This design comes from an exercise in tuning for small area, a short achievable clock period and few clock cycles on the open sky130 flow, not from production work. Function was checked by simulation only, so behaviour that the tests miss may differ from the original.

==> flow/design.v, too long to show whole: its modules and the start of the top module <==
// module yuvb_add: 30 lines
// module yuvb_lt: 27 lines
// module yuvb_queue: 77 lines
// module yuvb_front: 168 lines
// module yuvb_ysum: 327 lines
// module yuvb_usum: 115 lines
// module yuvb_vsum: 77 lines
// module yuvb_axis: 61 lines
// module yuvb_back: 167 lines
// module yuv_box_nearest_color_classifier: 102 lines
module yuv_box_nearest_color_classifier (
    input  logic        i_clk,
    input  logic        i_rst_n,
    input  logic        i_req_valid,
    output logic        o_req_ready,
    input  logic        i_req_operation,
    input  logic [3:0]  i_req_entry,
    input  logic [9:0]  i_req_y_min,
    input  logic [9:0]  i_req_y_max,
    input  logic [9:0]  i_req_u_min,
    input  logic [9:0]  i_req_u_max,
    input  logic [9:0]  i_req_v_min,
    input  logic [9:0]  i_req_v_max,
    input  logic [7:0]  i_req_red,
    input  logic [7:0]  i_req_green,
    input  logic [7:0]  i_req_blue,
    output logic        o_res_valid,
    input  logic        i_res_ready,
    output logic [3:0]  o_res_class_index,
    input  logic        i_cfg_wr_en,
    input  logic [0:0]  i_cfg_index,
    input  logic [11:0] i_cfg_wdata
);
  // ...
==> flow/flow/run.sh <==
#!/bin/bash
set -euo pipefail
bash standard.sh SETUP_SLACK_MARGIN=9 finish > flow_make.log 2>&1
==> flow/standard.sh <==
#!/bin/bash
# synth_recipe.tcl (not shown) runs the flow's synth.tcl, then flattens the netlist and writes it again
# the make line also repeats each setting of config.mk as NAME=value (left out here)
make -C /OpenROAD-flow-scripts/flow DESIGN_CONFIG=/design/flow/config.mk WORK_HOME=/design/flow/orfs CLKGATE_MAP_FILE= SYNTH_SCRIPT=/design/flow/synth_recipe.tcl "${@:-finish}"
==> flow/config.mk <==
export PLATFORM = sky130hd
export DESIGN_NAME = yuv_box_nearest_color_classifier
export DESIGN_NICKNAME = yuv_box_nearest_color_classifier
export VERILOG_FILES = /design/flow/design.v
export SDC_FILE = /design/flow/constraint.sdc
export NUM_CORES = 4
export LEC_CHECK = 0
export CAP_MARGIN = 20
export CORE_MARGIN = 2
export CORE_UTILIZATION = 50
export SLEW_MARGIN = 20
==> flow/constraint.sdc <==
create_clock -name core_clock -period 13.5 [get_ports {i_clk}]
set_input_delay 2.7000 -clock core_clock [delete_from_list [all_inputs] [get_ports {i_clk}]]
set_output_delay 2.7000 -clock core_clock [all_outputs]
set_load 0.01 [all_outputs]
==> impl_metrics.py, run 1 <==
metrics = {
    "setup_path": {
        "r2r_start": "u_back.rA_op[4][22]$_DFF_P_",
        "cp-end-kind": "flop",
        "cp_common_cell": "fa_1",
        "cpPeakStageDelay_ps": 520,
        "reg2reg_to": "u_back.rB_k[4][9]$_SDFF_PP0_",
        "cp_top_family": "adder cells",
        "arrival_ps": 5450,
        "crit_type": "flop to flop",
    },
    "synth": {
        "synth_top_area_share": 0.177,
        "synth_area_um2": 161000,
        "synth_top_family_by_area": "adder cells",
        "async_reset_ff_frac": 0,
        "synthSimpleGateAreaFrac": 0.100,
        "synthTopCellsByArea": "ha_1, edfxtp_1, dfxtp_1",
        "yosys.cell_types.count": 110,
        "yosys.area_share.xor_xnor": 0.0404,
        "synth_common_cells": "inv_1, ha_1, dfxtp_1, a21oi_1, edfxtp_1",
    },
    "cts": {
        "cts_htree_levels": 5,
        "cts_buffers": 277,
    },
    "global_route": {
        "grt_pass1_vias": 117525,
        "grt_max_degree": 63,
        "grtUsageMet3": 0.0416,
        "use_met2": 0.506,
    },
    "layout": {
        "layout.area.top_class": "multi-input gates",
        "final_util": 0.588,
        "drive_gt1_frac": 0.152,
        "layout.nets": 20169,
        "design.seq.count": 2283,
        "num_antenna_cells": 94,
        "mostFrequentLayoutCells": "inv_1, ha_1, dfxtp_1",
        "multi_input_area_um2": 101000,
    },
    "routing": {
        "met2_length_mm": 240,
        "wl_met3_mm": 37.3,
        "ant_nets": 0,
    },
    "timing": {
        "post-route-min-period_ps": 4680,
        "fin_ws_ps": 8820,
        "rsz0062_at_grt": "true",
        "setup_violations": 0,
    },
    "die": {
        "dieWidth_um": 571,
    },
    "status": {
        "status": "no timing/DRC/antenna violations",
    },
    "hold_path": {
        "min_path_type": "flop to flop",
    },
}
Testbench counts, summed over its fixed seeds: cycles 2,696.
==> run 2: changes to the inputs <==
==> flow/run.sh (new file) <==
#!/bin/bash
# synth_recipe.tcl (not shown) runs the flow's synth.tcl, then flattens the netlist and writes it again
# the make line also repeats each setting of config.mk as NAME=value (left out here)
make -C /OpenROAD-flow-scripts/flow DESIGN_CONFIG=/design/flow/config.mk WORK_HOME=/design/flow/orfs CLKGATE_MAP_FILE= SYNTH_SCRIPT=/design/flow/synth_recipe.tcl finish
--- a/flow/config.mk
+++ b/flow/config.mk
@@ -8,4 +8,5 @@
 export CAP_MARGIN = 20
 export CORE_MARGIN = 2
-export CORE_UTILIZATION = 50
+export CORE_UTILIZATION = 40
+export SETUP_SLACK_MARGIN = 5
 export SLEW_MARGIN = 20
removed: flow/flow/run.sh
removed: flow/standard.sh
==> impl_metrics.py, run 2 <==
metrics = {
    "placement": {
        "dp_cells": 21491,
        "place_ws_ps": 7570,
        "place_hpwl_mm": 407,
        "io_buffers": 112,
        "gp_congestion": 0.977,
    },
    "synth": {
        "ys_seq_area_frac": 0.342,
        "synth_area_um2": 161000,
        "synth_top_cell_by_area": "ha_1",
        "synth_ff_type": "dfxtp_1",
        "synth_cells": 16236,
        "avgSynthCellArea_um2": 9.89,
        "syn_nets": 19390,
        "synth_most_common_cell": "inv_1",
        "async_reset_ff_frac": 0,
        "synth_top_area_share": 0.177,
        "yosys_warnings": 28,
        "yosys.cell_types.count": 110,
        "synthTopCellsByArea": "ha_1, edfxtp_1, dfxtp_1",
        "synth_edf_count": 914,
        "ys_ff_latch": 2283,
        "synth_common_cells": "inv_1, ha_1, dfxtp_1, a21oi_1, edfxtp_1",
    },
    "layout": {
        "multi_input_area_um2": 94700,
        "final_common_cell": "inv_1",
        "layout.nets": 19659,
        "final_cells": 22051,
        "mostFrequentLayoutCells": "inv_1, ha_1, dfxtp_1",
        "largest_register_ffs": 870,
        "areaGrowthSynthToFinish_pct": 11.0,
        "fillers": 37938,
        "max_flop_register": "u_back.g_box.tab",
        "regArea_um2": 54900,
        "reg_top3": "u_back.g_box.tab: 870 flops, u_back.rA_op: 300 flops, u_back.rB_k: 130 flops",
        "drive_gt1_frac": 0.0561,
    },
    "die": {
        "dieWidth_um": 638,
        "num_rows": 232,
        "die_h_um": 638,
        "io_pins": 113,
        "die_area_um2": 406000,
        "core_area_um2": 399000,
        "start_util": 0.402,
    },
    "global_route": {
        "use_met2": 0.400,
        "met1_usage": 0.319,
        "globalRouteOverflowTotal": 0,
        "track_usage": 0.250,
        "grt_pass1_wl_mm": 760,
        "grtUsageMet3": 0.0320,
        "antenna_found_initial": 88,
        "grt_busiest_layer": "met2",
        "grt_pass1_vias": 117057,
        "grt_max_degree": 59,
    },
    "timing": {
        "worst_pin_slew_ps": 1250,
        "fin_tns_setup_ps": 0,
        "period_share": 0.442,
        "setup_violations": 0,
        "fin_ws_ps": 7530,
        "slew_headroom": 0.165,
        "clock_skew_ps": 59.7,
        "rsz0062_at_grt": "false",
        "final-hold-violation-count": 0,
        "max_freq_mhz": 168,
        "post-route-min-period_ps": 5970,
        "report.final.slew_viol_count": 0,
    },
    "cts": {
        "ctsHoldBuffers": 0,
        "cts_sinks": 2283,
        "cts-resized-gates": 0,
        "cts_tree": "yes",
        "cts_buffers": 277,
        "ctsLongestPathBuffers": 4,
        "clock_latency_ps": 930,
        "cts_root_buf": "clkbuf_16",
        "post_cts_buffers": 0,
        "clk_pin_slew_ps": 60,
        "cts_htree_levels": 5,
    },
    "setup_path": {
        "critPathLaunch": "u_front.r5_pn[22]$_DFF_P_",
        "arrival_ps": 6760,
        "reg2reg_slack_ps": 7530,
        "crit_fanout": 18,
        "crit_path_start_kind": "flop",
        "crit_required_ps": 14290,
        "crit_type": "flop to flop",
        "cp-end-kind": "flop",
        "r2r_start": "u_front.r5_pn[22]$_DFF_P_",
    },
    "routing": {
        "firstDrtPassIters": 9,
        "drtIter0Drc": 11204,
        "drt-total-wl_mm": 519,
        "ant_nets": 0,
        "drc": 0,
        "viasPerCell": 5.47,
        "vias": 120583,
        "wl_per_cell_um": 23.5,
    },
    "hold_path": {
        "min_path_type": "flop to flop",
        "hold_start": "u_front.r1_lo[10]$_DFF_P_",
    },
    "status": {
        "status": "no timing/DRC/antenna violations",
    },
    "job": {
        "drv_cap": 0,
    },
}
-- run 2: cell families after synthesis --
logic type                 Yosys count  share of synthesized area
muxes                              374                     0.0258
DFF                               2283                      0.342
buffers and inverters             2953                     0.0693
adders and majority gates         3047                      0.274
xor gates and xnor gates           739                     0.0404
and+or+nand+nor                   3266                      0.100
AOI/OAI and AO/OA                 3574                      0.149
-- run 2: metrics by stage --
stage          instance area, um^2  hold WS, ps   util
3_3_place_gp                168000          310  0.422
3_5_place_dp                169000          312  0.422
4_1_cts                     178000          319  0.446
2_1_floorplan               161000          310      -
5_1_grt                     178000          327  0.446
6_report                    178000          315  0.446
-- run 2: path summary, 6_finish.rpt --
check                                endpoint  cells after the start
hold reg to reg     u_front.r2_lo[10]$_DFF_P_                      0
setup / recovery  u_back.rA_op[5][23]$_DFF_P_                     18
hold / removal      u_front.r2_lo[10]$_DFF_P_                      0
setup reg to reg  u_back.rA_op[5][23]$_DFF_P_                     18
-- run 2: area by class of cell --
type,count,share of cell area
flip-flops and latches,2283,0.308
inverters,2681,0.0565
clock inverters,137,0.00851
diodes,53,0.000745
well taps,5265,0.0370
repair buffers,262,0.0127
multi-input cells,11000,0.532
clock buffers,370,0.0446
-- run 2: routing by layer --
metal | up-vias | wire [um] | share of wire
met1 | 58035 | 211000 | 0.41
met5 | - | 63 | 0.00012
met4 | 6 | 38900 | 0.075
met3 | 988 | 35900 | 0.069
li1 | 57287 | - | -
met2 | 4267 | 233000 | 0.45
-- run 2: critical path, cell delays in order, from the launching register on --
cell and delay [ps]:
dfxtp_1 770, inv_1 440, ha_1 400, a21o_1 180, a21o_1 210, a2111oi_0 580
nor3b_1 130, or2_2 320, fa_1 430, xor2_1 290, inv_1 90, ha_1 270
o21ai_0 220, a21oi_1 70, a211o_1 540, or3_1 400, a31oi_1 170, a221oi_1 70
mux2_2 300

==> separate check: timing with driven ports <==
The flow's constraints put no driver on any port. The routed layouts listed below were extracted and timed again, unchanged, in two steps.
Step 1 assumes that a clkbuf_16 drives the clock port and a buf_2 every other input.
Step 2 times the ports against the registers' clock, not the clock port: input delays grow and output delays shrink by t, the midpoint of the rising clock arrivals with the driver on.
a / b / c = no drivers / after step 1 / after step 2; a / b = the first two.
run | t (ns) | setup slack, ns | hold slack, ns | clock arrival spread, ns | cell pins on the clock port's net
run 1 | 1.035 | 8.822 / 8.822 / 8.213 | 0.307 / 0.307 / 0.307 | 0.059 / 0.059 | 1
run 2 | 1.014 | 7.532 / 7.532 / 7.532 | 0.315 / 0.315 / 0.315 | 0.063 / 0.063 | 1
After both steps setup and hold are still met in every run listed. The setup slack of run 1, which loses most, moves by 0.000 ns with the drivers and by -0.609 ns with both steps.
